This design comes from an exercise in tuning for small area on the open sky130 flow, not from production work.
Function was checked by simulation only, so behaviour that the tests miss may differ from the original.
No activity file was given, so power comes from the tool's default toggle rates.

## flow/config.mk

```make
export PLATFORM = sky130hd
export DESIGN_NAME = reg_file_mp
export DESIGN_NICKNAME = reg_file_mp
export VERILOG_FILES = /design/flow/design.v
export SDC_FILE = /design/flow/constraint.sdc
export NUM_CORES = 8
export LEC_CHECK = 0
export CAP_MARGIN = 20
export CORE_MARGIN = 2
export CORE_UTILIZATION = 40
export SLEW_MARGIN = 20
```

## flow/constraint.sdc

```tcl
create_clock -name core_clock -period 8.0 [get_ports {clk}]
set_input_delay 1.6000 -clock core_clock [delete_from_list [all_inputs] [get_ports {clk}]]
set_output_delay 1.6000 -clock core_clock [all_outputs]
set_load 0.01 [all_outputs]
```

## flow/design.v

```verilog
package reg_file_pkg;
    localparam int DATA_W_DEF = 32;
    localparam int ADDR_W_DEF = 5;
    localparam int ZERO_ADDR  = 0;
    function automatic integer lo(input integer idx, input integer w);
        lo = idx * w;
    endfunction
endpackage
module reg_file_wr_select
#(
    parameter int ADDR_W = reg_file_pkg::ADDR_W_DEF
) (
    input  logic [1:0]        wr_en_i,
    input  logic [2*ADDR_W-1:0] wr_addr_i,
    input  logic [ADDR_W-1:0] addr_i,
    output logic              s1_o,
    output logic              s0_o,
    output logic              sh_o
);
    logic h0, h1;
    assign h0   = wr_en_i[0] && wr_addr_i[0 +: ADDR_W] == addr_i;
    assign h1   = wr_en_i[1] && wr_addr_i[ADDR_W +: ADDR_W] == addr_i;
    assign s1_o = h1;
    assign s0_o = h0 && !h1;
    assign sh_o = !(h0 || h1);
endmodule
module reg_file_aoi3 (
    input  logic A1, A2, B1, B2, C1, C2,
    output logic Y
);
    assign Y = ~((A1 && A2) || (B1 && B2) || (C1 && C2));
endmodule
module reg_file_mp
#(
    parameter int DATA_W   = reg_file_pkg::DATA_W_DEF,
    parameter int ADDR_W   = reg_file_pkg::ADDR_W_DEF,
    parameter int NUM_RD   = 2,
    parameter int NUM_WR   = 2,
    parameter int ZERO_REG = 1,
    parameter int BYPASS   = 1
) (
    input  logic                     clk,
    input  logic                     reset,
    input  logic [NUM_RD-1:0]        rd_en,
    input  logic [NUM_RD*ADDR_W-1:0] rd_addr,
    output logic [NUM_RD*DATA_W-1:0] rd_data,
    output logic [NUM_RD-1:0]        rd_busy,
    input  logic [NUM_WR-1:0]        wr_en,
    input  logic [NUM_WR*ADDR_W-1:0] wr_addr,
    input  logic [NUM_WR*DATA_W-1:0] wr_data,
    input  logic                     res_en,
    input  logic [ADDR_W-1:0]        res_addr,
    output logic [2**ADDR_W-1:0]     busy_vec
);
    localparam int DEPTH = 2**ADDR_W;
    logic [DEPTH-1:1][DATA_W-1:0] mem_q;       
    logic [DEPTH-1:1][DATA_W-1:0] mem_d;       
    logic [DEPTH-1:1]             valid_q, valid_d;
    logic [DEPTH-1:1]             busy_q, busy_d;
    logic [DEPTH-1:0]             busy_all_d;        
    logic                         par_q;
    logic [DEPTH-1:1]             s1, s0, sh;
    logic [DATA_W-1:0]            a0, a1;
    logic [NUM_RD*DATA_W-1:0]     rd_data_q, rd_data_d;
    logic [NUM_RD-1:0]            rd_busy_q, rd_busy_d;
    assign a0 = wr_data[0 +: DATA_W] ^ {DATA_W{par_q}};
    assign a1 = wr_data[DATA_W +: DATA_W] ^ {DATA_W{par_q}};
    for (genvar a = 1; a < DEPTH; a++) begin : g_addr
        reg_file_wr_select #(.ADDR_W(ADDR_W)) u_sel (
            .wr_en_i  (wr_en),
            .wr_addr_i(wr_addr),
            .addr_i   (ADDR_W'(a)),
            .s1_o     (s1[a]),
            .s0_o     (s0[a]),
            .sh_o     (sh[a])
        );
        for (genvar b = 0; b < DATA_W; b++) begin : g_bit
            reg_file_aoi3 u_nx (
                .A1(s1[a]), .A2(a1[b]), .B1(s0[a]), .B2(a0[b]), .C1(sh[a]), .C2(mem_q[a][b]),
                .Y (mem_d[a][b])
            );
        end
        assign valid_d[a] = valid_q[a] || !sh[a];
        assign busy_d[a]  = (res_en && res_addr == ADDR_W'(a)) || (sh[a] && busy_q[a]);
    end
    assign busy_all_d = {busy_d, 1'b0};
    for (genvar i = 0; i < NUM_RD; i++) begin : g_rd
        logic [ADDR_W-1:0] ra;
        logic              x;
        logic [DEPTH-1:1]  msel;
        logic [DATA_W-1:0] m;
        assign ra = rd_addr[i*ADDR_W +: ADDR_W];
        for (genvar a = 1; a < DEPTH; a++) begin : g_sel
            assign msel[a] = ra == ADDR_W'(a) && valid_d[a];
        end
        for (genvar b = 0; b < DATA_W; b++) begin : g_bit
            logic [10:0] y;
            for (genvar k = 0; k < 10; k++) begin : g_t
                reg_file_aoi3 u_t (
                    .A1(msel[3*k+1]), .A2(mem_d[3*k+1][b]),
                    .B1(msel[3*k+2]), .B2(mem_d[3*k+2][b]),
                    .C1(msel[3*k+3]), .C2(mem_d[3*k+3][b]),
                    .Y (y[k])
                );
            end
            assign y[10] = !(msel[31] && mem_d[31][b]);
            assign m[b] = !(&y);
        end
        assign x = !par_q && |msel;
        assign rd_data_d[i*DATA_W +: DATA_W] = rd_en[i] ? (m ^ {DATA_W{x}}) :
                                                rd_data_q[i*DATA_W +: DATA_W];
        assign rd_busy_d[i] = rd_en[i] ? busy_all_d[ra] : rd_busy_q[i];
    end
    always_ff @(posedge clk)
        mem_q <= mem_d;
    always_ff @(posedge clk or posedge reset)
        if (reset) begin
            valid_q   <= '0;
            busy_q    <= '0;
            par_q     <= 1'b0;
            rd_data_q <= '0;
            rd_busy_q <= '0;
        end else begin
            valid_q   <= valid_d;
            busy_q    <= busy_d;
            par_q     <= !par_q;
            rd_data_q <= rd_data_d;
            rd_busy_q <= rd_busy_d;
        end
    assign rd_data  = rd_data_q;
    assign rd_busy  = rd_busy_q;
    assign busy_vec = {busy_q, 1'b0};
endmodule
```

## flow/flow/run.sh

```bash
#!/bin/bash
# Layout flow: the standard flow (standard.sh) with these changes:
#  - synthesis (flow/synth.tcl): ABC maps with an area-oriented script
#    (flow/abc_area.script) instead of ORFS's delay-oriented one, and the RTL's
#    reg_file_aoi3 instances are mapped to the a222oi cell; every other synthesis
#    step is the standard flow's own;
#  - port buffers use the smallest buffer cell;
#  - clock tree synthesis adds no dummy loads and drives larger clusters of registers;
#  - up to 10 rounds of antenna repair after detailed routing (5 in ORFS);
#  - global routing derates met1 more (flow/fastroute.tcl), leaving it for pin access.
set -euo pipefail
HERE=$PWD
export FLOW_ABC_SCRIPT=$HERE/flow/abc_area.script
export FLOW_SYNTH_TCL=$HERE/synth_recipe.tcl
bash standard.sh SYNTH_SCRIPT=$HERE/flow/synth.tcl synth > $HERE/synth.log 2>&1
bash standard.sh \
  "BUFFER_PORTS_ARGS=-buffer_cell sky130_fd_sc_hd__buf_1" \
  MAX_REPAIR_ANTENNAS_ITER_DRT=10 \
  FASTROUTE_TCL=$HERE/flow/fastroute.tcl \
  "CTS_ARGS=-sink_clustering_enable -repair_clock_nets -dont_use_dummy_load -buf_list {sky130_fd_sc_hd__clkbuf_16} -sink_clustering_size 25 -sink_clustering_max_diameter 100" \
  > $HERE/layout.log 2>&1
```

## flow/flow/abc_area.script

```
&get -n
&st
&dch -f
&nf -R 1000 -F 8 -C 32
&st
&dch -f
&nf -R 1000 -F 8 -C 32
&put
```

## flow/flow/fastroute.tcl

```tcl
# Global routing setup: the platform's (sky130hd fastroute.tcl) with met1 derated
# more (70% instead of 20%), so that global routing leaves met1 free for pin access
# and the detailed router has fewer conflicts to resolve.
set_global_routing_layer_adjustment $::env(MIN_ROUTING_LAYER)-$::env(MAX_ROUTING_LAYER) 0.2
set_global_routing_layer_adjustment met1 0.7

set_routing_layers -clock $::env(MIN_CLK_ROUTING_LAYER)-$::env(MAX_ROUTING_LAYER)
set_routing_layers -signal $::env(MIN_ROUTING_LAYER)-$::env(MAX_ROUTING_LAYER)
```

## flow/flow/synth.tcl

```tcl
# The standard flow's synthesis script (synth_recipe.tcl) with two changes: ABC runs on
# flow/abc_area.script, and each reg_file_aoi3 instance becomes the library's
# a222oi cell (same function) right after the first hierarchy pass, before the
# design is flattened.
set ::my_mapped_aoi 0
proc hierarchy {args} {
  yosys hierarchy {*}$args
  if { !$::my_mapped_aoi } {
    set ::my_mapped_aoi 1
    yosys chtype -map reg_file_aoi3 sky130_fd_sc_hd__a222oi_1
    yosys hierarchy {*}$args
  }
}
proc abc {args} {
  set i [lsearch -exact $args -script]
  lset args [expr {$i + 1}] $::env(FLOW_ABC_SCRIPT)
  yosys abc {*}$args
}
source $::env(FLOW_SYNTH_TCL)
```

## flow/standard.sh

```bash
#!/bin/bash
# synth_recipe.tcl (not shown) runs the flow's synth.tcl, then flattens the netlist and writes it again
# the make line also repeats each setting of config.mk as NAME=value (left out here)
make -C /OpenROAD-flow-scripts/flow DESIGN_CONFIG=/design/flow/config.mk WORK_HOME=/design/flow/orfs CLKGATE_MAP_FILE= SYNTH_SCRIPT=/design/flow/synth_recipe.tcl "${@:-finish}"
```

==> results.sh, run 1 <==
export IMPL_outcome="complete, no violations"
export IMPL_rr_endpoint="rd_data_q[21]"
export IMPL_fin_hold_ws_ns=0.457
export IMPL_die_h_um=340
export IMPL_worst_slack_ns=1.67
export IMPL_regToRegSetupSlack_ns=3.24
export IMPL_dr_total_vias=49900
export IMPL_h_tree_depth=2
export IMPL_cts_tree="yes"
export IMPL_cts_clk_slew_worst_paths_ns=0.08
export IMPL_die_area_um2=116000
export IMPL_max_cap_violations=0
export IMPL_path_buf_inv=2
export IMPL_dr_first_iter_drc_count=10400
export IMPL_ant_nets=0
export IMPL_synth_main_ff_cell="dfxtp_1"
export IMPL_die_w_um=340
export IMPL_grt_pass1_wl_um=360000
export IMPL_required_ns=8.49
export IMPL_peakVddDrop_mv=0.192
export IMPL_io_buffers=192
export IMPL_fillCellCount=10200
export IMPL_syn_mean_instance_area_um2=12.3
export IMPL_critPathSlowestCell="nor3_4"
export IMPL_p_per_area_nw_per_um2=275
export IMPL_io_pins=194
export IMPL_first_pass_iters=17
export IMPL_cts_buffers=52
export IMPL_drive_above_1_share_pct=13.3
export IMPL_crit_start="wr_addr[8]"
export IMPL_fin_tns_setup_ns=0
export IMPL_r2r_start="par_q"
export IMPL_yosysMostFrequentCell="a222oi_1"
export IMPL_vias_per_cell=8.71
export IMPL_place_congestion=1.04
export IMPL_critPathKind="input pin to register"
export IMPL_ys_seq_elements=1121
export IMPL_setup_viol=0
export IMPL_clock_fmax_ghz=0.158
export IMPL_coreArea_um2=112000
export IMPL_ys_seq_area_share_pct=51.1
export IMPL_cp_top_family="simple AND/OR/NAND/NOR gates"
export IMPL_min_period_ns=6.33
export IMPL_ctsResizeCount=0
export IMPL_finish_net_count=4311
export IMPL_cts_sinks=1121
export IMPL_cts_root_buf="clkbuf_16"
export IMPL_rr_worst_depth=9
export IMPL_netlist_instances=3685
export IMPL_synth_top_cell_area_share_pct=43.9
export IMPL_synthTopCellsByCount="a222oi_1 (1,636), dfxtp_1 (992), nand4_1 (137)"
export IMPL_start_util_pct=40.2
export IMPL_yosys_top_cells_area="dfxtp_1 (44%), a222oi_1 (36%), dfrtp_1 (7.1%), xor2_1 (2.5%), nand4_1 (1.9%)"
export IMPL_grt_overflow=0
export IMPL_rsz0062_at_grt="no"
export IMPL_worst_pin_slew_ns=1.27
export IMPL_drc=0
export IMPL_synth_edf_count=0
export IMPL_rows=123
export IMPL_synth_area_leader_cell="dfxtp_1"
export IMPL_dp_slack_ns=1.42
export IMPL_cts_max_path_buffers=3
export IMPL_post_cts_buffers=0
export IMPL_maxSlewHeadroom_pct=14.8
export IMPL_place_hpwl_um=149000
export IMPL_track_usage_pct=53.7
export IMPL_endpoint="rd_data_q[28]"
export IMPL_grt_start_max_net_pins=78
export IMPL_ys_types=36
export IMPL_wl_per_cell_um=44.0
export IMPL_end_kind="register"
export IMPL_clkLatencyLatePin_ns=0.71
export IMPL_cpPeakStageDelay_ns=1.07
export IMPL_min_period_over_period_pct=79.1
export IMPL_critical_path_startpoint_type="input pin"
export IMPL_worst_ep_arrival_time_ns=6.81
export IMPL_min_path_type="register to register"
export IMPL_synth_async_reset_ratio_pct=11.5
export IMPL_synth_yosys_warnings=1
export IMPL_routed_wl_um=252000
export IMPL_slew_viol_final=0
export IMPL_fin_worst_skew_ns=0.0703
export IMPL_path_max_fanout=33
export IMPL_p_leak_nw=21.0
export IMPL_syn_to_final_growth_pct=18.3
export IMPL_cts_hold_fix_buffers=0
export IMPL_path_cells="buf_1, nand2_1, nor3_4, nor2b_4, nand2b_1, and3_2, or4_1, nor4_1, a41oi_4, buf_4, xor2_1, a21oi_1"
export IMPL_mappedNetlistArea_um2=45200
export IMPL_hold_violations=0
export IMPL_antenna_found_initial=42
export IMPL_cp_depth=12
export IMPL_grt_pass1_vias=55200
[power by group]
group          total (W)  internal, W  leakage (nW)  switching [W]
Clock            0.00306      0.00116         0.641        0.00189
Sequential       0.00797      0.00734          9.88       0.000637
Combinational    0.00368      0.00122          10.5        0.00246
[worst reg2reg max path: stages (launching register included)]
cell and delay [ns]:
dfrtp_4 0.83, buf_12 0.48, xor2_2 0.32, buf_4 0.41, a222oi_1 0.24, a222oi_1 0.53, nand4_1 0.38, a2111oi_0 1.13
xor2_1 0.20, a21oi_1 0.09
[cells by family after synthesis]
family / share of synthesized area (%)
flops: 51.1
buf+inv: 0.299
other cells: 0.00830
xor+xnor: 2.48
compound gates: 39.6
simple gates: 6.58
[layout by cell type (no fill, tap or decap), types with 4 or more instances in the layout]
| cell | n |
|---|---|
| nor2b_1 | 35 |
| buf_4 | 278 |
| nand2b_1 | 22 |
| buf_12 | 7 |
| a22o_1 | 4 |
| o21ai_0 | 4 |
| dfrtp_1 | 128 |
| xor2_2 | 64 |
| a32oi_1 | 9 |
| diode_2 | 19 |
| a32o_1 | 26 |
| nand4_1 | 137 |
| buf_1 | 188 |
| nor4b_4 | 11 |
| nand3_1 | 20 |
| nor4_1 | 14 |
| o22ai_1 | 8 |
| nor2_2 | 6 |
| and3_2 | 5 |
| nor2_1 | 80 |
| xor2_1 | 64 |
| a21oi_4 | 4 |
| nor2b_4 | 25 |
| a2111oi_0 | 63 |
| clkbuf_16 | 52 |
| nor2_4 | 33 |
| nand2_1 | 82 |
| nor4_4 | 36 |
| a221oi_1 | 8 |
| a222oi_1 | 1636 |
| nor3_4 | 30 |
| and2_0 | 8 |
| dfxtp_1 | 992 |
| a21oi_1 | 67 |
| clkinv_1 | 33 |
[area by class of cell]
class / instances / area, um^2 / area share [%]
multi-input combinational: 2529 / 24100 / 45.0
tap: 1500 / 1880 / 3.51
timing repair buffer: 477 / 2960 / 5.53
inverter: 34 / 133 / 0.248
sequential: 1121 / 23100 / 43.2
clock buffer: 52 / 1300 / 2.43
antenna: 19 / 47.5 / 0.0889
[sequential cells by signal (all words and copies together), names as in the netlist]
register   flops
busy_q        31
valid_q       31
rd_data_q     64
mem_q        992
rd_busy_q      2
par_q          1
[per-stage QoR]
stage,power (W),area [um^2],util (%),instances
after floorplan,0.0102,46200,-,3685
after global placement,0.0114,52100,46.4,5661
after detailed placement,0.0116,52100,46.4,5661
after CTS,0.0145,53400,47.5,5713
after global routing,0.0153,53500,47.6,5725
final,0.0147,53500,47.6,5732
[how the worst min path moves through the flow]
stage	startpoint	to	cells past startpoint
finish	mem_q[558]	mem_q[558]	1
global route	mem_q[966]	mem_q[966]	1
CTS	mem_q[968]	mem_q[968]	1
detailed placement	mem_q[977]	mem_q[977]	1
global placement	mem_q[978]	mem_q[978]	1
floorplan	mem_q[960]	mem_q[960]	1
[per-layer routing]
layer	global-route usage, %	vias to the layer above	part of all wire (%)
li1	-	19700	-
met1	70.1	23400	29
met2	62.0	5341	41
met3	52.5	1421	21
met4	30.0	104	8.1
met5	22.6	-	1.2
==> run 2: changes to the inputs <==
--- a/flow/flow/run.sh
+++ b/flow/flow/run.sh
@@ -4,6 +4,8 @@
 #    (flow/abc_area.script) instead of ORFS's delay-oriented one, and the RTL's
 #    reg_file_aoi3 instances are mapped to the a222oi cell; every other synthesis
 #    step is the standard flow's own;
+#  - floorplan skips ORFS's pre-placement setup repair (it sizes cells up against
+#    wire-load-model delays that placement does not bear out);
 #  - port buffers use the smallest buffer cell;
 #  - clock tree synthesis adds no dummy loads and drives larger clusters of registers;
 #  - up to 10 rounds of antenna repair after detailed routing (5 in ORFS);
@@ -16,6 +18,7 @@
 bash standard.sh \
   "BUFFER_PORTS_ARGS=-buffer_cell sky130_fd_sc_hd__buf_1" \
   MAX_REPAIR_ANTENNAS_ITER_DRT=10 \
+  REMOVE_ABC_BUFFERS=1 \
   FASTROUTE_TCL=$HERE/flow/fastroute.tcl \
   "CTS_ARGS=-sink_clustering_enable -repair_clock_nets -dont_use_dummy_load -buf_list {sky130_fd_sc_hd__clkbuf_16} -sink_clustering_size 25 -sink_clustering_max_diameter 100" \
   > $HERE/layout.log 2>&1
==> results.sh, run 2 <==
export IMPL_min_period_ns=6.18
export IMPL_worst_ep_arrival_time_ns=6.72
export IMPL_required_ns=8.55
export IMPL_grt_overflow=0
export IMPL_hold_violations=0
export IMPL_p_per_area_nw_per_um2=277
export IMPL_p_leak_nw=20.8
export IMPL_fin_worst_skew_ns=0.0867
export IMPL_critPathKind="input pin to register"
export IMPL_cts_tree="yes"
export IMPL_synth_async_reset_ratio_pct=11.5
export IMPL_cpPeakStageDelay_ns=0.92
export IMPL_grt_pass1_vias=55800
export IMPL_worst_pin_slew_ns=1.11
export IMPL_critical_path_startpoint_type="input pin"
export IMPL_dp_slack_ns=1.49
export IMPL_netlist_instances=3685
export IMPL_cts_buffers=51
export IMPL_rsz0062_at_grt="no"
export IMPL_first_pass_iters=17
export IMPL_routed_wl_um=258000
export IMPL_cts_clk_slew_worst_paths_ns=0.10
export IMPL_final_cell_mix="a222oi_1 (1,636), dfxtp_1 (992), buf_4 (286)"
export IMPL_ant_nets=0
export IMPL_cts_sinks=1121
export IMPL_dpl_cell_count=5673
export IMPL_fillCellCount=10300
export IMPL_die_h_um=340
export IMPL_post_cts_buffers=0
export IMPL_yosys_top_cells_area="dfxtp_1 (44%), a222oi_1 (36%), dfrtp_1 (7.1%), xor2_1 (2.5%), nand4_1 (1.9%)"
export IMPL_path_cells="buf_1, nor2b_1, nand3_1, nor2_4, a222oi_1, a222oi_1, nand4_1, a2111oi_0, buf_4, xor2_1, a21oi_1"
export IMPL_syn_to_final_growth_pct=17.2
export IMPL_worst_slack_ns=1.82
export IMPL_rows=123
export IMPL_slew_viol_final=0
export IMPL_synth_yosys_warnings=1
export IMPL_track_usage_pct=54.7
export IMPL_largest_reg_flops=992
export IMPL_synthTopCellsByCount="a222oi_1 (1,636), dfxtp_1 (992), nand4_1 (137)"
export IMPL_path_max_fanout=19
export IMPL_instances_no_fill=5747
export IMPL_synth_area_leader_cell="dfxtp_1"
export IMPL_finalPower_w=0.0147
export IMPL_final_common_cell="a222oi_1"
export IMPL_die_w_um=340
export IMPL_wl_per_cell_um=44.8
export IMPL_h_tree_depth=2
export IMPL_outcome="complete, no violations"
export IMPL_regMostFlops="mem_q"
export IMPL_clkLatencyLatePin_ns=0.72
export IMPL_io_buffers=192
export IMPL_coreArea_um2=112000
export IMPL_yosysMostFrequentCell="a222oi_1"
export IMPL_min_path_type="register to register"
export IMPL_max_cap_violations=0
export IMPL_ys_seq_area_share_pct=51.1
export IMPL_path_common_cell="a222oi_1"
export IMPL_mappedNetlistArea_um2=45200
export IMPL_end_kind="register"
export IMPL_synth_edf_count=0
export IMPL_die_area_um2=116000
export IMPL_io_pins=194
export IMPL_peakVddDrop_mv=0.189
export IMPL_antenna_found_initial=38
export IMPL_clock_fmax_ghz=0.162
export IMPL_syn_mean_instance_area_um2=12.3
export IMPL_ys_types=36
export IMPL_vias_per_cell=8.77
export IMPL_synth_main_ff_cell="dfxtp_1"
export IMPL_ys_seq_elements=1121
export IMPL_cts_hold_fix_buffers=0
export IMPL_drc=0
export IMPL_crit_start="wr_addr[0]"
export IMPL_ctsResizeCount=0
export IMPL_place_congestion=1.10
export IMPL_cts_max_path_buffers=3
export IMPL_fin_hold_ws_ns=0.459
export IMPL_r2r_start="par_q"
export IMPL_min_from="mem_q[672]"
export IMPL_place_hpwl_um=154000
export IMPL_grt_start_max_net_pins=73
export IMPL_drive_above_1_share_pct=13.5
export IMPL_reg_top3="mem_q (992), rd_data_q (64)"
export IMPL_maxSlewHeadroom_pct=23.9
export IMPL_critPathSlowestCell="nor2b_1"
export IMPL_setup_viol=0
export IMPL_min_period_over_period_pct=77.2
export IMPL_finish_net_count=4323
export IMPL_cts_root_buf="clkbuf_16"
export IMPL_dr_total_vias=50400
export IMPL_dr_first_iter_drc_count=10400
export IMPL_start_util_pct=40.2
export IMPL_synth_top_cell_area_share_pct=43.9
export IMPL_grt_pass1_wl_um=365000
run 2: cell counts after synthesis:
No cell type changed its count.
run 2: layer usage:
layer  vias to the layer above  track usage [%]  share of wire, %  wire, um
li1                      19800                -                 -         -
met2                      5602             61.8                40    104000
met1                     23500             69.3                29     73900
met4                       118             32.6               8.4     21600
met5                         -             26.2               1.3      3440
met3                      1438             54.9                21     55000
run 2: layout make-up:
type	count	area, um^2	area share [%]
well taps	1500	1880	3.54
clock buffers	51	1280	2.41
repair buffers	490	3100	5.85
flip-flops and latches	1121	23100	43.6
diodes	22	55.1	0.104
multi-input cells	2529	23500	44.3
inverters	34	133	0.250
run 2: final timing paths:
check	endpoint	slack, ns	cells after the start
max reg2reg	rd_data_q[60]	3.06	10
min in group asynchronous	busy_q[25]	1.04	2
min reg2reg	mem_q[672]	0.46	1
min	mem_q[672]	0.46	1
max in group asynchronous	par_q	5.39	3
max	rd_data_q[60]	1.82	11
run 2: critical path: cells and delay by family:
family,cells,cell delay [ns]
AND/OR/NAND/NOR,4,2.80
AO/OA/AOI/OAI,4,1.39
buffers and inverters,2,0.77
XOR/XNOR,1,0.14
run 2: stage by stage:
stage / setup TNS [ns] / area (um^2) / utilization, %
floorplan: -157.09 / 45200 / -
global placement: 0 / 51700 / 46.0
detailed placement: 0 / 51700 / 46.0
CTS: 0 / 52900 / 47.1
global route: 0 / 53000 / 47.2
finish: 0 / 53000 / 47.2
run 2: kinds of logic after synthesis:
group | share of synthesized area, %
flip-flops | 51.1
AND/OR/NAND/NOR | 6.58
other | 0.00830
buffers and inverters | 0.299
AO/OA/AOI/OAI | 39.6
XOR/XNOR | 2.48
run 2: where the power goes:
part           internal (W)  switching, W
registers           0.00733      0.000686
logic               0.00122       0.00246
clock network       0.00114       0.00187
==> run 3: changes to the inputs <==
--- a/flow/design.v
+++ b/flow/design.v
@@ -29,6 +29,12 @@
     output logic Y
 );
     assign Y = ~((A1 && A2) || (B1 && B2) || (C1 && C2));
+endmodule
+module reg_file_inv (
+    input  logic A,
+    output logic Y
+);
+    assign Y = !A;
 endmodule
 module reg_file_mp
 #(
@@ -63,17 +69,23 @@
     logic [DATA_W-1:0]            a0, a1;
     logic [NUM_RD*DATA_W-1:0]     rd_data_q, rd_data_d;
     logic [NUM_RD-1:0]            rd_busy_q, rd_busy_d;
-    assign a0 = wr_data[0 +: DATA_W] ^ {DATA_W{par_q}};
-    assign a1 = wr_data[DATA_W +: DATA_W] ^ {DATA_W{par_q}};
+    for (genvar b = 0; b < DATA_W; b++) begin : g_wd
+        reg_file_inv u_a0 (.A(!(wr_data[b] ^ par_q)),          .Y(a0[b]));
+        reg_file_inv u_a1 (.A(!(wr_data[DATA_W + b] ^ par_q)), .Y(a1[b]));
+    end
     for (genvar a = 1; a < DEPTH; a++) begin : g_addr
+        logic s1_r, s0_r, sh_r;
         reg_file_wr_select #(.ADDR_W(ADDR_W)) u_sel (
             .wr_en_i  (wr_en),
             .wr_addr_i(wr_addr),
             .addr_i   (ADDR_W'(a)),
-            .s1_o     (s1[a]),
-            .s0_o     (s0[a]),
-            .sh_o     (sh[a])
+            .s1_o     (s1_r),
+            .s0_o     (s0_r),
+            .sh_o     (sh_r)
         );
+        reg_file_inv u_s1 (.A(!s1_r), .Y(s1[a]));
+        reg_file_inv u_s0 (.A(!s0_r), .Y(s0[a]));
+        reg_file_inv u_sh (.A(!sh_r), .Y(sh[a]));
         for (genvar b = 0; b < DATA_W; b++) begin : g_bit
             reg_file_aoi3 u_nx (
                 .A1(s1[a]), .A2(a1[b]), .B1(s0[a]), .B2(a0[b]), .C1(sh[a]), .C2(mem_q[a][b]),
@@ -91,7 +103,7 @@
         logic [DATA_W-1:0] m;
         assign ra = rd_addr[i*ADDR_W +: ADDR_W];
         for (genvar a = 1; a < DEPTH; a++) begin : g_sel
-            assign msel[a] = ra == ADDR_W'(a) && valid_d[a];
+            reg_file_inv u_ms (.A(!(ra == ADDR_W'(a) && valid_d[a])), .Y(msel[a]));
         end
         for (genvar b = 0; b < DATA_W; b++) begin : g_bit
             logic [10:0] y;
--- a/flow/flow/run.sh
+++ b/flow/flow/run.sh
@@ -2,8 +2,8 @@
 # Layout flow: the standard flow (standard.sh) with these changes:
 #  - synthesis (flow/synth.tcl): ABC maps with an area-oriented script
 #    (flow/abc_area.script) instead of ORFS's delay-oriented one, and the RTL's
-#    reg_file_aoi3 instances are mapped to the a222oi cell; every other synthesis
-#    step is the standard flow's own;
+#    reg_file_aoi3 / reg_file_inv instances are mapped to the a222oi / inv cells;
+#    every other synthesis step is the standard flow's own;
 #  - floorplan skips ORFS's pre-placement setup repair (it sizes cells up against
 #    wire-load-model delays that placement does not bear out);
 #  - port buffers use the smallest buffer cell;
==> flow/flow/synth.tcl (replaced) <==
# The standard flow's synthesis script (synth_recipe.tcl) with two changes: ABC runs on
# flow/abc_area.script, and each reg_file_aoi3 / reg_file_inv instance becomes the
# library's a222oi / inv cell (same function) right after the first hierarchy
# pass, before the design is flattened.
set ::my_mapped_aoi 0
proc hierarchy {args} {
  yosys hierarchy {*}$args
  if { !$::my_mapped_aoi } {
    set ::my_mapped_aoi 1
    yosys chtype -map reg_file_aoi3 sky130_fd_sc_hd__a222oi_1
    yosys chtype -map reg_file_inv sky130_fd_sc_hd__inv_2
    yosys hierarchy {*}$args
  }
}
proc abc {args} {
  set i [lsearch -exact $args -script]
  lset args [expr {$i + 1}] $::env(FLOW_ABC_SCRIPT)
  yosys abc {*}$args
}
source $::env(FLOW_SYNTH_TCL)
==> results.sh, run 3 <==
export IMPL_synth_top_cell_area_share_pct=43.2
export IMPL_die_area_um2=118000
export IMPL_peakVddDrop_mv=0.162
export IMPL_critPathKind="input pin to register"
export IMPL_rr_endpoint="rd_data_q[12]"
export IMPL_fillCellCount=10800
export IMPL_antenna_found_initial=21
export IMPL_min_from="mem_q[966]"
export IMPL_syn_to_final_growth_pct=10.8
export IMPL_p_leak_nw=20.5
export IMPL_syn_mean_instance_area_um2=11.7
export IMPL_rsz0062_at_grt="no"
export IMPL_vias_per_cell=8.63
export IMPL_mappedNetlistArea_um2=46000
export IMPL_h_tree_depth=2
export IMPL_slew_viol_final=0
export IMPL_cp_top_family="simple AND/OR/NAND/NOR gates"
export IMPL_fin_worst_skew_ns=0.0431
export IMPL_cts_root_buf="clkbuf_16"
export IMPL_grt_pass1_vias=54900
export IMPL_finish_net_count=4384
export IMPL_path_buf_inv=5
export IMPL_largest_reg_flops=992
export IMPL_io_pins=194
export IMPL_post_cts_buffers=0
export IMPL_final_common_cell="a222oi_1"
export IMPL_min_path_type="register to register"
export IMPL_drc=0
export IMPL_fin_tns_setup_ns=0
export IMPL_cts_max_path_buffers=3
export IMPL_track_usage_pct=53.5
export IMPL_ys_seq_elements=1121
export IMPL_p_per_area_nw_per_um2=286
export IMPL_coreArea_um2=114000
export IMPL_synthTopCellsByCount="a222oi_1 (1,636), dfxtp_1 (992), inv_2 (219)"
export IMPL_whs_endpoint="mem_q[966]"
export IMPL_maxSlewHeadroom_pct=5.17
export IMPL_yosys_top_cells_area="dfxtp_1 (43%), a222oi_1 (36%), dfrtp_1 (7.0%), xnor2_1 (2.4%), nand4_1 (2.3%)"
export IMPL_cts_tree="yes"
export IMPL_rr_worst_depth=8
export IMPL_die_w_um=343
export IMPL_required_ns=8.52
export IMPL_ctsResizeCount=0
export IMPL_die_h_um=343
export IMPL_synth_yosys_warnings=1
export IMPL_dr_total_vias=50200
export IMPL_end_kind="register"
export IMPL_synth_main_ff_cell="dfxtp_1"
export IMPL_ys_seq_area_share_pct=50.2
export IMPL_final_cell_mix="a222oi_1 (1,636), dfxtp_1 (992), inv_2 (219)"
export IMPL_place_hpwl_um=153000
export IMPL_critPathSlowestCell="o21ai_4"
export IMPL_routed_wl_um=255000
export IMPL_cts_buffers=51
export IMPL_min_period_ns=6.06
export IMPL_yosysMostFrequentCell="a222oi_1"
export IMPL_worst_pin_slew_ns=1.41
export IMPL_instances_no_fill=5822
export IMPL_dpl_cell_count=5747
export IMPL_grt_overflow=0
export IMPL_max_cap_violations=0
export IMPL_grt_start_max_net_pins=67
export IMPL_hold_violations=0
export IMPL_wl_per_cell_um=43.9
export IMPL_critical_path_startpoint_type="input pin"
export IMPL_clkLatencyLatePin_ns=0.72
export IMPL_ys_types=34
export IMPL_rows=124
export IMPL_cts_hold_fix_buffers=0
export IMPL_path_cells="buf_1, nor2b_1, and2_0, nand3_1, o21ai_0, inv_2, nor2b_1, nor2_1, nand3_1, inv_2, buf_4, nor4_1, nand4_1, o21ai_4, buf_4, xnor2_1, a21oi_1"
export IMPL_synth_area_leader_cell="dfxtp_1"
export IMPL_netlist_instances=3918
export IMPL_setup_viol=0
export IMPL_outcome="complete, no violations"
export IMPL_drive_above_1_share_pct=9.66
export IMPL_grt_pass1_wl_um=362000
export IMPL_cts_clk_slew_worst_paths_ns=0.10
export IMPL_regMostFlops="mem_q"
export IMPL_synth_async_reset_ratio_pct=11.5
export IMPL_synth_edf_count=0
export IMPL_whs_path_depth=1
export IMPL_ant_nets=0
export IMPL_dr_first_iter_drc_count=10200
export IMPL_r2r_start="par_q"
export IMPL_place_congestion=1.04
export IMPL_cts_sinks=1121
export IMPL_reg_top3="mem_q (992), rd_data_q (64)"
export IMPL_clock_fmax_ghz=0.165
export IMPL_min_period_over_period_pct=75.7
export IMPL_path_max_fanout=21
export IMPL_first_pass_iters=15
export IMPL_start_util_pct=40.3
export IMPL_worst_ep_arrival_time_ns=6.58
export IMPL_regToRegSetupSlack_ns=3.12
export IMPL_cpPeakStageDelay_ns=0.76
export IMPL_io_buffers=192
[run 3: power by group]
part	internal (W)	switching, W
sequential	0.00733	0.000612
clock	0.00114	0.00190
combinational	0.00119	0.00239
[run 3: cells by family (layout without fill, tap and decap cells)]
logic type,count (synthesis),in the layout,synth area share [%]
AO/OA/AOI/OAI,1855,1855,39.0
XOR/XNOR,128,128,2.44
buffers and inverters,241,609,1.98
flip-flops,1121,1121,50.2
other,1,25,0.00816
AND/OR/NAND/NOR,572,572,6.37
[run 3: cell type report]
type                       instances  area (um^2)  share of cell area [%]
antenna                           24         60.1                   0.118
clock buffer                      51         1280                    2.51
inverter                         240          906                    1.78
multi-input combinational       2556        22000                    43.3
sequential                      1121        23100                    45.3
tap                             1512         1890                    3.71
timing repair buffer             318         1680                    3.29
[run 3: metal layers]
metal / global-route usage (%) / vias up / wire length [um] / share of wire, %
li1: - / 19900 / - / -
met1: 71.8 / 23400 / 77300 / 30
met3: 54.4 / 1160 / 55000 / 22
met4: 34.3 / 65 / 22300 / 8.7
met5: 23.8 / - / 2210 / 0.86
met2: 57.1 / 5642 / 98600 / 39
[run 3: worst max path at each step]
stage               startpoint             to  slack [ns]  depth (start not counted)
finish              wr_addr[9]  rd_data_q[57]        1.94                         17
global route        wr_addr[6]  rd_data_q[57]        1.79                         15
CTS                 wr_addr[9]  rd_data_q[57]        2.28                         17
detailed placement  wr_addr[9]  rd_data_q[50]        1.57                         17
global placement    wr_addr[9]  rd_data_q[44]        1.60                         17
floorplan             wr_en[1]   rd_data_q[0]        0.88                         14
[run 3: worst reg2reg max path, stage by stage, from the launching register on]
cell       delay (ns)
dfrtp_4          1.03
xnor2_1          0.44
inv_2            0.63
a222oi_1         0.35
a222oi_1         0.57
nand4_1          0.46
a2111oi_1        0.96
xnor2_1          0.21
a21oi_1          0.09
[run 3: metrics by stage]
step	utilization (%)	power (W)	setup WS [ns]	hold slack [ns]	cell area [um^2]
global route	44.6	0.0151	1.79	0.474	50900
detailed placement	43.4	0.0115	1.57	0.437	49600
finish	44.6	0.0146	1.94	0.459	50900
CTS	44.5	0.0144	2.28	0.459	50900
global placement	43.4	0.0114	1.60	0.426	49600
floorplan	-	0.0102	0.879	0.415	46000
==> run 4: changes to the inputs <==
--- a/flow/design.v
+++ b/flow/design.v
@@ -103,7 +103,7 @@
         logic [DATA_W-1:0] m;
         assign ra = rd_addr[i*ADDR_W +: ADDR_W];
         for (genvar a = 1; a < DEPTH; a++) begin : g_sel
-            reg_file_inv u_ms (.A(!(ra == ADDR_W'(a) && valid_d[a])), .Y(msel[a]));
+            reg_file_inv u_ms (.A(!(rd_en[i] && ra == ADDR_W'(a) && valid_d[a])), .Y(msel[a]));
         end
         for (genvar b = 0; b < DATA_W; b++) begin : g_bit
             logic [10:0] y;
@@ -119,8 +119,8 @@
             assign m[b] = !(&y);
         end
         assign x = !par_q && |msel;
-        assign rd_data_d[i*DATA_W +: DATA_W] = rd_en[i] ? (m ^ {DATA_W{x}}) :
-                                                rd_data_q[i*DATA_W +: DATA_W];
+        assign rd_data_d[i*DATA_W +: DATA_W] = (m ^ {DATA_W{x}}) |
+                                               ({DATA_W{!rd_en[i]}} & rd_data_q[i*DATA_W +: DATA_W]);
         assign rd_busy_d[i] = rd_en[i] ? busy_all_d[ra] : rd_busy_q[i];
     end
     always_ff @(posedge clk)
--- a/flow/config.mk
+++ b/flow/config.mk
@@ -7,5 +7,6 @@
 export LEC_CHECK = 0
 export CAP_MARGIN = 20
 export CORE_MARGIN = 2
-export CORE_UTILIZATION = 40
+export CORE_UTILIZATION = 50
+export GPL_TIMING_DRIVEN = 0
 export SLEW_MARGIN = 20
==> results.sh, run 4 <==
export IMPL_regToRegSetupSlack_ns=3.32
export IMPL_hold_violations=0
export IMPL_path_max_fanout=34
export IMPL_io_buffers=192
export IMPL_cts_sinks=1121
export IMPL_final_common_cell="a222oi_1"
export IMPL_place_hpwl_um=133000
export IMPL_worst_pin_slew_ns=1.30
export IMPL_start_util_pct=50.3
export IMPL_maxSlewHeadroom_pct=13.4
export IMPL_yosysMostFrequentCell="a222oi_1"
export IMPL_post_cts_buffers=0
export IMPL_comb_power_share_pct=23.1
export IMPL_slew_viol_final=0
export IMPL_dr_total_vias=49100
export IMPL_setup_viol=0
export IMPL_cts_clk_slew_worst_paths_ns=0.11
export IMPL_p_sw_w=0.00463
export IMPL_cpPeakStageDelay_ns=1.06
export IMPL_peakVddDrop_mv=0.194
export IMPL_synthTopCellsByCount="a222oi_1 (1,635), dfxtp_1 (992), inv_2 (219)"
export IMPL_pwr_share_clk_pct=21.2
export IMPL_p_per_area_nw_per_um2=286
export IMPL_cts_tree="yes"
export IMPL_mappedNetlistArea_um2=46000
export IMPL_clkLatencyLatePin_ns=0.72
export IMPL_grt_pass1_wl_um=348000
export IMPL_drc=0
export IMPL_min_from="mem_q[980]"
export IMPL_whs_endpoint="mem_q[980]"
export IMPL_synth_main_ff_cell="dfxtp_1"
export IMPL_synth_top_cell_area_share_pct=43.2
export IMPL_p_seq_share_pct=55.6
export IMPL_min_path_type="register to register"
export IMPL_ys_seq_elements=1121
export IMPL_ant_nets=0
export IMPL_r2r_start="valid_q[20]"
export IMPL_dr_first_iter_drc_count=10100
export IMPL_antenna_found_initial=12
export IMPL_die_w_um=307
export IMPL_synth_async_reset_ratio_pct=11.5
export IMPL_max_cap_violations=0
export IMPL_critical_path_startpoint_type="input pin"
export IMPL_finalPower_w=0.0142
export IMPL_p_sw_share_pct=32.5
export IMPL_path_buf_inv=4
export IMPL_cts_hold_fix_buffers=0
export IMPL_grt_pass1_vias=53400
export IMPL_rows=111
export IMPL_critPathKind="input pin to register"
export IMPL_finish_net_count=4290
export IMPL_cts_buffers=51
export IMPL_first_pass_iters=17
export IMPL_fin_worst_skew_ns=0.0417
export IMPL_synth_yosys_warnings=1
export IMPL_wl_per_cell_um=45.7
export IMPL_rr_endpoint="rd_data_q[27]"
export IMPL_regMostFlops="mem_q"
export IMPL_clock_fmax_ghz=0.140
export IMPL_cts_root_buf="clkbuf_16"
export IMPL_cp_top_family="simple AND/OR/NAND/NOR gates"
export IMPL_p_int_w=0.00962
export IMPL_coreArea_um2=91400
export IMPL_syn_mean_instance_area_um2=11.7
export IMPL_critPathSlowestCell="nor4_1"
export IMPL_track_usage_pct=64.3
export IMPL_ys_seq_area_share_pct=50.2
export IMPL_cts_max_path_buffers=3
export IMPL_yosys_top_cells_area="dfxtp_1 (43%), a222oi_1 (36%), dfrtp_1 (7.0%), xnor2_1 (2.4%), nand4_1 (2.0%)"
export IMPL_required_ns=8.57
export IMPL_io_pins=194
export IMPL_worst_slack_ns=0.854
export IMPL_netlist_instances=3940
export IMPL_p_leak_nw=20.0
export IMPL_routed_wl_um=246000
export IMPL_rsz0062_at_grt="no"
export IMPL_syn_to_final_growth_pct=8.25
export IMPL_ctsResizeCount=0
export IMPL_drive_above_1_share_pct=7.01
export IMPL_ys_types=33
export IMPL_die_area_um2=94400
export IMPL_synth_edf_count=0
export IMPL_largest_reg_flops=992
export IMPL_fillCellCount=8207
export IMPL_final_cell_mix="a222oi_1 (1,635), dfxtp_1 (992), inv_2 (217)"
export IMPL_dp_slack_ns=1.00
export IMPL_outcome="complete, no violations"
export IMPL_synth_area_leader_cell="dfxtp_1"
export IMPL_fin_tns_setup_ns=0
export IMPL_h_tree_depth=2
export IMPL_vias_per_cell=9.10
export IMPL_whs_path_depth=1
export IMPL_min_period_ns=7.15
export IMPL_min_period_over_period_pct=89.3
export IMPL_reg_top3="mem_q (992), rd_data_q (64)"
export IMPL_worst_ep_arrival_time_ns=7.72
export IMPL_place_congestion=1.11
export IMPL_die_h_um=307
export IMPL_path_cells="buf_1, nor2_1, nand4_1, o21ai_0, inv_2, nand2b_1, nand3_1, clkinv_2, nor4_1, nand4_1, o21ai_4, buf_16, xnor2_1, o21ai_0"
export IMPL_grt_overflow=0
export IMPL_grt_start_max_net_pins=73
export IMPL_final_util_pct=54.5
export IMPL_end_kind="register"
export IMPL_rr_worst_depth=9
==> run 4: kinds of logic after synthesis <==
family	after synthesis	share of synthesized area, %
compound gates	1846	38.7
xor+xnor	128	2.44
buf+inv	322	2.64
flops	1121	50.2
mux	1	0.0490
other cells	1	0.00815
simple gates	521	5.97
==> run 4: worst max-delay path by stage <==
stage / from / end / depth (start not counted)
after floorplan: wr_en[1] / rd_data_q[0] / 13
after global placement: wr_addr[5] / rd_data_q[57] / 14
after detailed placement: wr_addr[5] / rd_data_q[12] / 15
after CTS: wr_addr[5] / rd_data_q[12] / 15
after global routing: wr_addr[5] / rd_data_q[12] / 14
final: wr_addr[6] / rd_data_q[27] / 14
==> run 4: cell type report <==
type	count	area [um^2]	area share (%)
inverter	321	1210	2.44
antenna	11	27.5	0.0553
multi-input combinational	2497	21800	43.7
sequential	1121	23100	46.4
clock buffer	51	1280	2.56
tap	1186	1480	2.98
timing repair buffer	202	941	1.89
==> run 4: power groups by stage <==
stage	Clock (W)	Combinational [W]	Sequential, W
floorplan	0	0.00212	0.00799
global placement	0	0.00305	0.00801
detailed placement	0	0.00316	0.00803
CTS	0.00301	0.00317	0.00790
global route	0.00317	0.00357	0.00808
finish	0.00303	0.00330	0.00793
==> run 4: per-layer routing <==
metal	track usage, %	share of wire, %	wire, um	vias to the layer above
li1	-	-	-	19700
met1	85.2	29	72500	22800
met2	72.1	40	99200	5310
met3	61.0	20	50300	1262
met4	43.6	9.5	23400	44
met5	21.7	0.44	1080	-
==> run 4: stage by stage <==
stage | cells | cell area [um^2] | hold slack (ns)
2_1_floorplan | 3939 | 46000 | 0.426
6_report | 5389 | 49800 | 0.458
3_3_place_gp | 5317 | 48200 | 0.436
3_5_place_dp | 5327 | 48500 | 0.445
5_1_grt | 5387 | 49800 | 0.474
4_1_cts | 5378 | 49700 | 0.458
==> run 4: worst reg2reg max path, delay by kind of cell (launching register included) <==
family	cells	cell delay, ns
buf+inv	2	1.05
xor+xnor	1	0.34
compound gates	2	0.81
simple gates	4	1.96
flops	1	0.37
==> run 5: changes to the inputs <==
--- a/flow/design.v
+++ b/flow/design.v
@@ -17,12 +17,15 @@
     output logic              s0_o,
     output logic              sh_o
 );
-    logic h0, h1;
+    logic h0, h1, s1_n, s0_n, sh_n;
     assign h0   = wr_en_i[0] && wr_addr_i[0 +: ADDR_W] == addr_i;
     assign h1   = wr_en_i[1] && wr_addr_i[ADDR_W +: ADDR_W] == addr_i;
-    assign s1_o = h1;
-    assign s0_o = h0 && !h1;
-    assign sh_o = !(h0 || h1);
+    assign s1_n = !h1;
+    assign s0_n = !h0 || h1;
+    assign sh_n = h0 || h1;
+    reg_file_inv u_s1 (.A(s1_n), .Y(s1_o));
+    reg_file_inv u_s0 (.A(s0_n), .Y(s0_o));
+    reg_file_inv u_sh (.A(sh_n), .Y(sh_o));
 endmodule
 module reg_file_aoi3 (
     input  logic A1, A2, B1, B2, C1, C2,
@@ -70,22 +73,21 @@
     logic [NUM_RD*DATA_W-1:0]     rd_data_q, rd_data_d;
     logic [NUM_RD-1:0]            rd_busy_q, rd_busy_d;
     for (genvar b = 0; b < DATA_W; b++) begin : g_wd
-        reg_file_inv u_a0 (.A(!(wr_data[b] ^ par_q)),          .Y(a0[b]));
-        reg_file_inv u_a1 (.A(!(wr_data[DATA_W + b] ^ par_q)), .Y(a1[b]));
+        logic a0_n, a1_n;
+        assign a0_n = wr_data[b] ~^ par_q;
+        assign a1_n = wr_data[DATA_W + b] ~^ par_q;
+        reg_file_inv u_a0 (.A(a0_n), .Y(a0[b]));
+        reg_file_inv u_a1 (.A(a1_n), .Y(a1[b]));
     end
     for (genvar a = 1; a < DEPTH; a++) begin : g_addr
-        logic s1_r, s0_r, sh_r;
         reg_file_wr_select #(.ADDR_W(ADDR_W)) u_sel (
             .wr_en_i  (wr_en),
             .wr_addr_i(wr_addr),
             .addr_i   (ADDR_W'(a)),
-            .s1_o     (s1_r),
-            .s0_o     (s0_r),
-            .sh_o     (sh_r)
+            .s1_o     (s1[a]),
+            .s0_o     (s0[a]),
+            .sh_o     (sh[a])
         );
-        reg_file_inv u_s1 (.A(!s1_r), .Y(s1[a]));
-        reg_file_inv u_s0 (.A(!s0_r), .Y(s0[a]));
-        reg_file_inv u_sh (.A(!sh_r), .Y(sh[a]));
         for (genvar b = 0; b < DATA_W; b++) begin : g_bit
             reg_file_aoi3 u_nx (
                 .A1(s1[a]), .A2(a1[b]), .B1(s0[a]), .B2(a0[b]), .C1(sh[a]), .C2(mem_q[a][b]),
@@ -102,8 +104,18 @@
         logic [DEPTH-1:1]  msel;
         logic [DATA_W-1:0] m;
         assign ra = rd_addr[i*ADDR_W +: ADDR_W];
+        logic [3:0] lo;
+        logic [7:0] hi;
+        for (genvar j = 0; j < 4; j++) begin : g_lo
+            assign lo[j] = ra[1:0] == 2'(j);
+        end
+        for (genvar j = 0; j < 8; j++) begin : g_hi
+            assign hi[j] = rd_en[i] && ra[4:2] == 3'(j);
+        end
         for (genvar a = 1; a < DEPTH; a++) begin : g_sel
-            reg_file_inv u_ms (.A(!(rd_en[i] && ra == ADDR_W'(a) && valid_d[a])), .Y(msel[a]));
+            logic msel_n;
+            assign msel_n = !(lo[a % 4] && hi[a / 4] && valid_d[a]);
+            reg_file_inv u_ms (.A(msel_n), .Y(msel[a]));
         end
         for (genvar b = 0; b < DATA_W; b++) begin : g_bit
             logic [10:0] y;
==> flow/flow/abc_area.script (replaced) <==
&get -n
&st
&dch -f
&nf -R 1000
&st
&dch -f
&nf -R 1000
&st
&dch -f
&nf -R 1000
&put
==> results.sh, run 5 <==
export IMPL_outcome="complete, no violations"
export IMPL_regMostFlops="mem_q"
export IMPL_hold_violations=0
export IMPL_p_leak_nw=20.0
export IMPL_dr_total_vias=49200
export IMPL_ctsResizeCount=0
export IMPL_min_from="mem_q[965]"
export IMPL_crit_start="wr_addr[1]"
export IMPL_coreArea_um2=90300
export IMPL_critPathKind="input pin to register"
export IMPL_cts_clk_slew_worst_paths_ns=0.10
export IMPL_synth_area_leader_cell="dfxtp_1"
export IMPL_reg_top3="mem_q (992), rd_data_q (64)"
export IMPL_worst_pin_slew_ns=1.23
export IMPL_clock_fmax_ghz=0.149
export IMPL_max_cap_violations=0
export IMPL_slew_viol_final=0
export IMPL_critical_path_startpoint_type="input pin"
export IMPL_cts_hold_fix_buffers=0
export IMPL_synth_async_reset_ratio_pct=11.5
export IMPL_dr_first_iter_drc_count=10500
export IMPL_antenna_found_initial=6
export IMPL_syn_mean_instance_area_um2=11.8
export IMPL_yosysMostFrequentCell="a222oi_1"
export IMPL_min_period_ns=6.70
export IMPL_rsz0062_at_grt="no"
export IMPL_vias_per_cell=9.25
export IMPL_rr_endpoint="rd_data_q[41]"
export IMPL_place_congestion=1.04
export IMPL_io_pins=194
export IMPL_worst_slack_ns=1.30
export IMPL_dp_slack_ns=1.25
export IMPL_fillCellCount=8037
export IMPL_wl_per_cell_um=46.0
export IMPL_p_per_area_nw_per_um2=286
export IMPL_fin_tns_setup_ns=0
export IMPL_finish_net_count=4240
export IMPL_mappedNetlistArea_um2=45700
export IMPL_final_cell_mix="a222oi_1 (1,637), dfxtp_1 (992), inv_2 (217)"
export IMPL_fin_worst_skew_ns=0.0511
export IMPL_end_kind="register"
export IMPL_grt_pass1_vias=53900
export IMPL_cts_sinks=1121
export IMPL_fin_hold_ws_ns=0.461
export IMPL_routed_wl_um=245000
export IMPL_peakVddDrop_mv=0.169
export IMPL_netlist_instances=3883
export IMPL_synthTopCellsByCount="a222oi_1 (1,637), dfxtp_1 (992), inv_2 (219)"
export IMPL_largest_reg_flops=992
export IMPL_place_hpwl_um=130000
export IMPL_ant_nets=0
export IMPL_cts_buffers=51
export IMPL_rr_worst_depth=9
export IMPL_die_w_um=306
export IMPL_p_sw_share_pct=32.2
export IMPL_rows=110
export IMPL_cts_root_buf="clkbuf_16"
export IMPL_post_cts_buffers=0
export IMPL_ys_types=30
export IMPL_syn_to_final_growth_pct=8.48
export IMPL_p_seq_share_pct=55.7
export IMPL_worst_ep_arrival_time_ns=7.18
export IMPL_min_period_over_period_pct=83.8
export IMPL_ys_seq_elements=1121
export IMPL_cts_tree="yes"
export IMPL_p_int_w=0.00962
export IMPL_h_tree_depth=2
export IMPL_synth_top_cell_area_share_pct=43.5
export IMPL_grt_overflow=0
export IMPL_die_area_um2=93800
export IMPL_regToRegSetupSlack_ns=3.50
export IMPL_synth_yosys_warnings=1
export IMPL_yosys_top_cells_area="dfxtp_1 (43%), a222oi_1 (36%), dfrtp_1 (7.1%), nand4_1 (1.9%), inv_2 (1.8%)"
export IMPL_grt_pass1_wl_um=350000
export IMPL_required_ns=8.47
export IMPL_whs_path_depth=1
export IMPL_ys_seq_area_share_pct=50.5
export IMPL_first_pass_iters=17
export IMPL_p_sw_w=0.00458
export IMPL_io_buffers=192
export IMPL_drc=0
export IMPL_comb_power_share_pct=23.1
export IMPL_r2r_start="par_q"
export IMPL_start_util_pct=50.6
export IMPL_maxSlewHeadroom_pct=17.9
export IMPL_final_common_cell="a222oi_1"
export IMPL_setup_viol=0
export IMPL_synth_main_ff_cell="dfxtp_1"
export IMPL_path_max_fanout=36
export IMPL_min_path_type="register to register"
export IMPL_die_h_um=306
export IMPL_drive_above_1_share_pct=7.48
export IMPL_synth_edf_count=0
export IMPL_pwr_share_clk_pct=21.2
export IMPL_track_usage_pct=64.5
export IMPL_grt_start_max_net_pins=66
export IMPL_cts_max_path_buffers=3
export IMPL_whs_endpoint="mem_q[965]"
export IMPL_clkLatencyLatePin_ns=0.68
## run 5: stage by stage
step                utilization, %  power [W]  instances  cell area [um^2]
floorplan                        -     0.0100       3882             45700
global placement              53.0     0.0110       5250             47900
detailed placement            53.4     0.0111       5267             48200
CTS                           54.8     0.0140       5318             49500
global route                  54.9     0.0147       5323             49600
finish                        54.9     0.0142       5323             49600
## run 5: cells by family (layout without fill, tap and decap cells)
kind of cell | count (synthesis) | after routing | synth area share (%)
compound gates | 1873 | 1873 | 39.7
flops | 1121 | 1121 | 50.5
other cells | 1 | 6 | 0.00821
xor+xnor | 64 | 64 | 1.23
simple gates | 595 | 595 | 6.70
buf+inv | 229 | 488 | 1.89
## run 5: cell type report
cell class	count	area (um^2)	share of cell area (%)
inverters	228	865	1.74
well taps	1176	1470	2.97
multi-input cells	2533	21800	44.1
clock buffers	51	1280	2.57
diodes	5	12.5	0.0252
flip-flops and latches	1121	23100	46.6
repair buffers	209	1000	2.02
## run 5: critical path, cell delays in order
cell and delay, ns:
buf_1 0.27, nor2_1 0.55, nand3_1 0.29, o21ai_0 0.28, clkinv_2 0.82, nand2b_1 0.42
nand3_1 0.13, inv_2 0.91, nor4_1 0.33, nand4_1 0.36, nor2_1 0.13, nor2_4 0.60
buf_12 0.28, o21ai_0 0.13
## run 5: worst max-delay path by stage
stage | cells past startpoint | endpoint
finish | 14 | rd_data_q[24]
global route | 15 | rd_data_q[24]
CTS | 16 | rd_data_q[24]
detailed placement | 16 | rd_data_q[0]
global placement | 10 | rd_data_q[10]
floorplan | 14 | rd_data_q[32]
## run 5: metal layers
layer,track usage [%],wire length [um]
met1,84.2,72600
met2,72.8,99100
met3,62.6,50900
met4,42.3,21600
met5,19.5,884
## run 5: power groups by stage
stage               Sequential [W]  Combinational (W)  Clock [W]
finish                     0.00791            0.00328    0.00301
global route               0.00805            0.00354    0.00315
CTS                        0.00787            0.00313    0.00298
detailed placement         0.00800            0.00312          0
global placement           0.00797            0.00301          0
floorplan                  0.00794            0.00211          0
==> run 6: changes to the inputs <==
--- a/flow/config.mk
+++ b/flow/config.mk
@@ -7,6 +7,6 @@
 export LEC_CHECK = 0
 export CAP_MARGIN = 20
 export CORE_MARGIN = 2
-export CORE_UTILIZATION = 50
+export CORE_UTILIZATION = 60
 export GPL_TIMING_DRIVEN = 0
 export SLEW_MARGIN = 20
==> results.sh, run 6 <==
export IMPL_dr_total_vias=51000
export IMPL_cts_buffers=51
export IMPL_die_w_um=280
export IMPL_h_tree_depth=2
export IMPL_synth_main_ff_cell="dfxtp_1"
export IMPL_rr_worst_depth=9
export IMPL_ys_seq_area_share_pct=50.5
export IMPL_antenna_found_initial=9
export IMPL_synth_top_family_by_area="compound AO/OA/AOI/OAI gates"
export IMPL_cts_clk_slew_worst_paths_ns=0.08
export IMPL_min_period_ns=6.61
export IMPL_coreArea_um2=75700
export IMPL_regToRegSetupSlack_ns=3.44
export IMPL_finalPower_w=0.0142
export IMPL_io_pins=194
export IMPL_die_h_um=280
export IMPL_cts_sinks=1121
export IMPL_grt_start_max_net_pins=68
export IMPL_fin_hold_ws_ns=0.462
export IMPL_die_area_um2=78400
export IMPL_peakVddDrop_mv=0.224
export IMPL_ys_seq_elements=1121
export IMPL_syn_to_final_growth_pct=7.82
export IMPL_cts_hold_fix_buffers=0
export IMPL_regMostFlops="mem_q"
export IMPL_routed_wl_um=232000
export IMPL_setup_viol=0
export IMPL_ant_nets=0
export IMPL_rows=101
export IMPL_outcome="complete, no violations"
export IMPL_final_cell_mix="a222oi_1 (1,637), dfxtp_1 (992), inv_2 (219)"
export IMPL_clkLatencyLatePin_ns=0.70
export IMPL_r2r_start="par_q"
export IMPL_max_cap_violations=0
export IMPL_start_util_pct=60.4
export IMPL_first_pass_iters=28
export IMPL_synth_edf_count=0
export IMPL_synthTopCellsByCount="a222oi_1 (1,637), dfxtp_1 (992), inv_2 (219)"
export IMPL_ys_types=30
export IMPL_synth_adder_area_share_pct=0
export IMPL_reg_top3="mem_q (992), rd_data_q (64)"
export IMPL_muxShareOfSynthArea_pct=0
export IMPL_vias_per_cell=9.94
export IMPL_worst_ep_arrival_time_ns=7.11
export IMPL_p_leak_nw=20.0
export IMPL_clock_fmax_ghz=0.151
export IMPL_hold_violations=0
export IMPL_fin_tns_setup_ns=0
export IMPL_maxSlewHeadroom_pct=14.5
export IMPL_synth_compound_area_share_pct=39.7
export IMPL_track_usage_pct=73.6
export IMPL_min_path_type="register to register"
export IMPL_grt_overflow=0
export IMPL_synth_area_leader_cell="dfxtp_1"
export IMPL_place_hpwl_um=122000
export IMPL_whs_path_depth=1
export IMPL_yosysMostFrequentCell="a222oi_1"
export IMPL_post_cts_buffers=0
export IMPL_slew_viol_final=0
export IMPL_drive_above_1_share_pct=7.27
export IMPL_end_kind="register"
export IMPL_cts_max_path_buffers=3
export IMPL_min_from="mem_q[991]"
export IMPL_critPathKind="input pin to register"
export IMPL_synth_yosys_warnings=1
export IMPL_io_buffers=192
export IMPL_rr_endpoint="rd_data_q[56]"
export IMPL_rsz0062_at_grt="no"
export IMPL_mappedNetlistArea_um2=45700
export IMPL_cts_root_buf="clkbuf_16"
export IMPL_finish_net_count=4236
export IMPL_crit_start="wr_addr[1]"
export IMPL_wl_per_cell_um=45.4
export IMPL_syn_mean_instance_area_um2=11.8
export IMPL_netlist_instances=3883
export IMPL_p_per_area_nw_per_um2=288
export IMPL_final_common_cell="a222oi_1"
export IMPL_ctsResizeCount=0
export IMPL_fin_worst_skew_ns=0.0500
export IMPL_place_congestion=1.05
export IMPL_instances_no_fill=5125
export IMPL_yosys_area_share_simple_pct=6.70
export IMPL_synthXorXnorAreaFrac_pct=1.23
export IMPL_synth_top_cell_area_share_pct=43.5
export IMPL_worst_pin_slew_ns=1.28
export IMPL_grt_pass1_wl_um=338000
export IMPL_synth_async_reset_ratio_pct=11.5
export IMPL_cts_tree="yes"
export IMPL_grt_pass1_vias=56000
export IMPL_largest_reg_flops=992
export IMPL_dr_first_iter_drc_count=12500
export IMPL_yosys_top_cells_area="dfxtp_1 (43%), a222oi_1 (36%), dfrtp_1 (7.1%), nand4_1 (1.9%), inv_2 (1.8%)"
export IMPL_required_ns=8.50
export IMPL_drc=0
export IMPL_critical_path_startpoint_type="input pin"
export IMPL_path_max_fanout=34
export IMPL_min_period_over_period_pct=82.6
export IMPL_dpl_cell_count=5063
export IMPL_whs_endpoint="mem_q[991]"
run 6: metrics by stage:
| step | utilization (%) | instance area (um^2) | setup WS, ns |
|---|---|---|---|
| after floorplan | - | 45700 | 2.15 |
| after global placement | 62.9 | 47600 | -2.24 |
| after detailed placement | 63.3 | 47900 | 1.43 |
| after CTS | 65.0 | 49200 | 2.06 |
| after global routing | 65.1 | 49300 | 1.52 |
| final | 65.1 | 49300 | 1.39 |
run 6: report_power, final:
group | switching, W | total (W) | internal, W
combinational | 0.00214 | 0.00325 | 0.00111
sequential | 0.000600 | 0.00796 | 0.00736
clock | 0.00183 | 0.00297 | 0.00114
run 6: critical path: stages:
cell and delay (ns):
buf_1 0.45, nand2b_1 0.37, nor2_1 0.24, nand2_1 0.12
nand2_1 0.07, inv_2 0.87, nand2b_1 0.23, nand3_1 0.15
inv_2 0.39, nor4_1 1.10, nand4_1 0.52, nor2_1 0.33
nor2_4 0.09, buf_16 0.20, a21oi_1 0.16, o21ai_0 0.12
run 6: per-layer routing:
metal | part of all wire, % | global-route usage [%] | vias up
met5 | 0.40 | 34.5 | -
met4 | 11 | 57.7 | 30
met3 | 21 | 71.9 | 1673
met2 | 38 | 80.1 | 6314
met1 | 29 | 88.3 | 23300
li1 | - | - | 19600
run 6: layout make-up:
class                      count  area, um^2
sequential                  1121       23100
fill                        6115       26400
multi-input combinational   2533       21800
tap                          978        1220
antenna                        9        22.5
timing repair buffer         205         973
inverter                     228         862
clock buffer                  51        1280
run 6: cells by family after synthesis:
kind of cell,count (synthesis)
compound gates,1873
xor+xnor,64
buf+inv,229
flops,1121
other cells,1
simple gates,595
run 6: how the worst max path moves through the flow:
stage                          endpoint  slack (ns)  cells past startpoint
after detailed placement  rd_data_q[31]        1.43                     16
final                     rd_data_q[31]        1.39                     16
after floorplan           rd_data_q[32]        2.15                     14
after global routing      rd_data_q[31]        1.52                     15
after CTS                 rd_data_q[31]        2.06                     16
after global placement     rd_data_q[9]       -2.24                     10
==> run 7: changes to the inputs <==
--- a/flow/design.v
+++ b/flow/design.v
@@ -103,7 +103,10 @@
         logic              x;
         logic [DEPTH-1:1]  msel;
         logic [DATA_W-1:0] m;
+        logic              hold, hold_n;
         assign ra = rd_addr[i*ADDR_W +: ADDR_W];
+        assign hold_n = rd_en[i];
+        reg_file_inv u_hold (.A(hold_n), .Y(hold));
         logic [3:0] lo;
         logic [7:0] hi;
         for (genvar j = 0; j < 4; j++) begin : g_lo
@@ -127,12 +130,11 @@
                     .Y (y[k])
                 );
             end
-            assign y[10] = !(msel[31] && mem_d[31][b]);
+            assign y[10] = !((msel[31] && mem_d[31][b]) || (hold && rd_data_q[i*DATA_W + b]));
             assign m[b] = !(&y);
         end
         assign x = !par_q && |msel;
-        assign rd_data_d[i*DATA_W +: DATA_W] = (m ^ {DATA_W{x}}) |
-                                               ({DATA_W{!rd_en[i]}} & rd_data_q[i*DATA_W +: DATA_W]);
+        assign rd_data_d[i*DATA_W +: DATA_W] = m ^ {DATA_W{x}};
         assign rd_busy_d[i] = rd_en[i] ? busy_all_d[ra] : rd_busy_q[i];
     end
     always_ff @(posedge clk)
--- a/flow/config.mk
+++ b/flow/config.mk
@@ -7,6 +7,6 @@
 export LEC_CHECK = 0
 export CAP_MARGIN = 20
 export CORE_MARGIN = 2
-export CORE_UTILIZATION = 60
+export CORE_UTILIZATION = 50
 export GPL_TIMING_DRIVEN = 0
 export SLEW_MARGIN = 20
==> results.sh, run 7 <==
export IMPL_mappedNetlistArea_um2=45600
export IMPL_dr_first_iter_drc_count=10300
export IMPL_yosysMostFrequentCell="a222oi_1"
export IMPL_cts_tree="yes"
export IMPL_die_w_um=306
export IMPL_grt_overflow=0
export IMPL_outcome="complete, no violations"
export IMPL_syn_to_final_growth_pct=8.41
export IMPL_rows=110
export IMPL_die_h_um=306
export IMPL_cp_top_family="simple AND/OR/NAND/NOR gates"
export IMPL_ant_nets=0
export IMPL_wl_per_cell_um=47.2
export IMPL_first_pass_iters=21
export IMPL_end_kind="register"
export IMPL_ys_types=31
export IMPL_worst_ep_arrival_time_ns=7.18
export IMPL_synth_edf_count=0
export IMPL_reg_top3="mem_q (992), rd_data_q (64)"
export IMPL_place_hpwl_um=130000
export IMPL_max_cap_violations=0
export IMPL_place_congestion=1.04
export IMPL_drive_above_1_share_pct=7.24
export IMPL_antenna_found_initial=7
export IMPL_netlist_instances=3859
export IMPL_p_per_area_nw_per_um2=289
export IMPL_clock_fmax_ghz=0.152
export IMPL_dr_total_vias=49500
export IMPL_synth_area_leader_cell="dfxtp_1"
export IMPL_ys_seq_area_share_pct=50.6
export IMPL_cts_sinks=1121
export IMPL_synthTopCellsByCount="a222oi_1 (1,636), dfxtp_1 (992), inv_2 (221)"
export IMPL_ys_seq_elements=1121
export IMPL_critPathKind="input pin to register"
export IMPL_ctsResizeCount=0
export IMPL_min_from="mem_q[400]"
export IMPL_rsz0062_at_grt="no"
export IMPL_critical_path_startpoint_type="input pin"
export IMPL_io_buffers=192
export IMPL_path_max_fanout=34
export IMPL_path_buf_inv=4
export IMPL_worst_pin_slew_ns=1.29
export IMPL_p_leak_nw=19.8
export IMPL_grt_pass1_vias=54500
export IMPL_drc=0
export IMPL_fin_tns_setup_ns=0
export IMPL_regMostFlops="mem_q"
export IMPL_coreArea_um2=90300
export IMPL_path_cells="buf_1, nand2b_1, nor2_1, nand2_1, nand2_1, inv_2, nand2b_1, nand3_1, inv_2, nor4_1, nand4_1, o21ai_4, buf_16, xor2_1"
export IMPL_grt_start_max_net_pins=67
export IMPL_synth_async_reset_ratio_pct=11.5
export IMPL_dp_slack_ns=1.04
export IMPL_cts_max_path_buffers=3
export IMPL_grt_pass1_wl_um=356000
export IMPL_die_area_um2=93700
export IMPL_track_usage_pct=65.9
export IMPL_cts_hold_fix_buffers=0
export IMPL_h_tree_depth=2
export IMPL_maxSlewHeadroom_pct=13.7
export IMPL_cts_root_buf="clkbuf_16"
export IMPL_min_path_type="register to register"
export IMPL_critPathSlowestCell="nor4_1"
export IMPL_start_util_pct=50.5
export IMPL_synth_yosys_warnings=1
export IMPL_min_period_over_period_pct=82.2
export IMPL_routed_wl_um=250000
export IMPL_io_pins=194
export IMPL_clkLatencyLatePin_ns=0.69
export IMPL_fin_worst_skew_ns=0.0439
export IMPL_peakVddDrop_mv=0.197
export IMPL_instances_no_fill=5295
-- run 7: cell count changes after synthesis, sizes merged, moves of 4 or more --
| cell | previous run | this run |
|---|---|---|
| nand2 | 127 | 142 |
| a21oi | 45 | 12 |
| o21ai | 60 | 34 |
| nor2 | 67 | 30 |
| nand3 | 113 | 152 |
| a221o | 32 | 0 |
| nor2b | 52 | 21 |
| nand4 | 141 | 154 |
| clkinv | 9 | 13 |
| a32o | 26 | 12 |
| a22oi | 9 | 13 |
| xor2 | 0 | 64 |
| a32oi | 5 | 11 |
-- run 7: worst paths after layout --
path	depth (start not counted)	end
max in group asynchronous	3	rd_data_q[3]
min in group asynchronous	2	valid_q[15]
min reg2reg	1	mem_q[400]
max	14	rd_data_q[9]
min	1	mem_q[400]
max reg2reg	9	rd_data_q[23]
-- run 7: power breakdown --
group | leakage [nW] | switching (W) | internal (W)
clock | 0.628 | 0.00189 | 0.00114
combinational | 9.19 | 0.00217 | 0.00109
sequential | 9.93 | 0.000655 | 0.00737
total | 19.8 | 0.00471 | 0.00960
-- run 7: worst register-to-register path: stages, from the launching register on --
cell and delay [ns]:
dfrtp_4 0.78, buf_12 0.32, buf_12 0.26, xnor2_1 0.13, inv_2 0.50, a222oi_1 0.33, a222oi_1 0.48, nand4_1 0.40
a2111oi_0 0.71, xor2_1 0.17
-- run 7: area by class of cell --
type                            count  area (um^2)
Tap cell                         1176         1470
Inverter                          234          883
Fill cell                        7953        40800
Clock buffer                       51         1280
Sequential cell                  1121        23100
Antenna cell                        3         7.51
Multi-Input combinational cell   2503        21700
Timing Repair Buffer              207         1040
-- run 7: cell families after synthesis --
logic type / share of synthesized area [%]
and+or+nand+nor: 6.73
xor gates and xnor gates: 2.46
buffers and inverters: 1.94
DFF: 50.6
muxes: 0.0493
other: 0.00822
AOI/OAI and AO/OA: 38.2
-- run 7: layer usage --
metal,part of all wire [%],wire length [um],global-route usage (%)
met5,0.40,1010,20.1
met4,8.9,22200,44.2
met1,29,73500,85.9
met3,22,53900,64.6
met2,40,99000,73.4
-- run 7: stage by stage --
step | util, % | hold WS, ns | power, W
6_report | 54.8 | 0.459 | 0.0143
4_1_cts | 54.7 | 0.460 | 0.0141
3_3_place_gp | 53.0 | 0.438 | 0.0111
5_1_grt | 54.8 | 0.472 | 0.0148
3_5_place_dp | 53.3 | 0.446 | 0.0112
2_1_floorplan | - | 0.432 | 0.0101

Check on run 7: ideal ports give 1.423 ns setup slack; a clkbuf_16 on the clock port and buf_2 on the inputs give 1.478 ns; moving port delays by the midpoint clock arrival (0.756 ns) as well gives 0.722 ns.
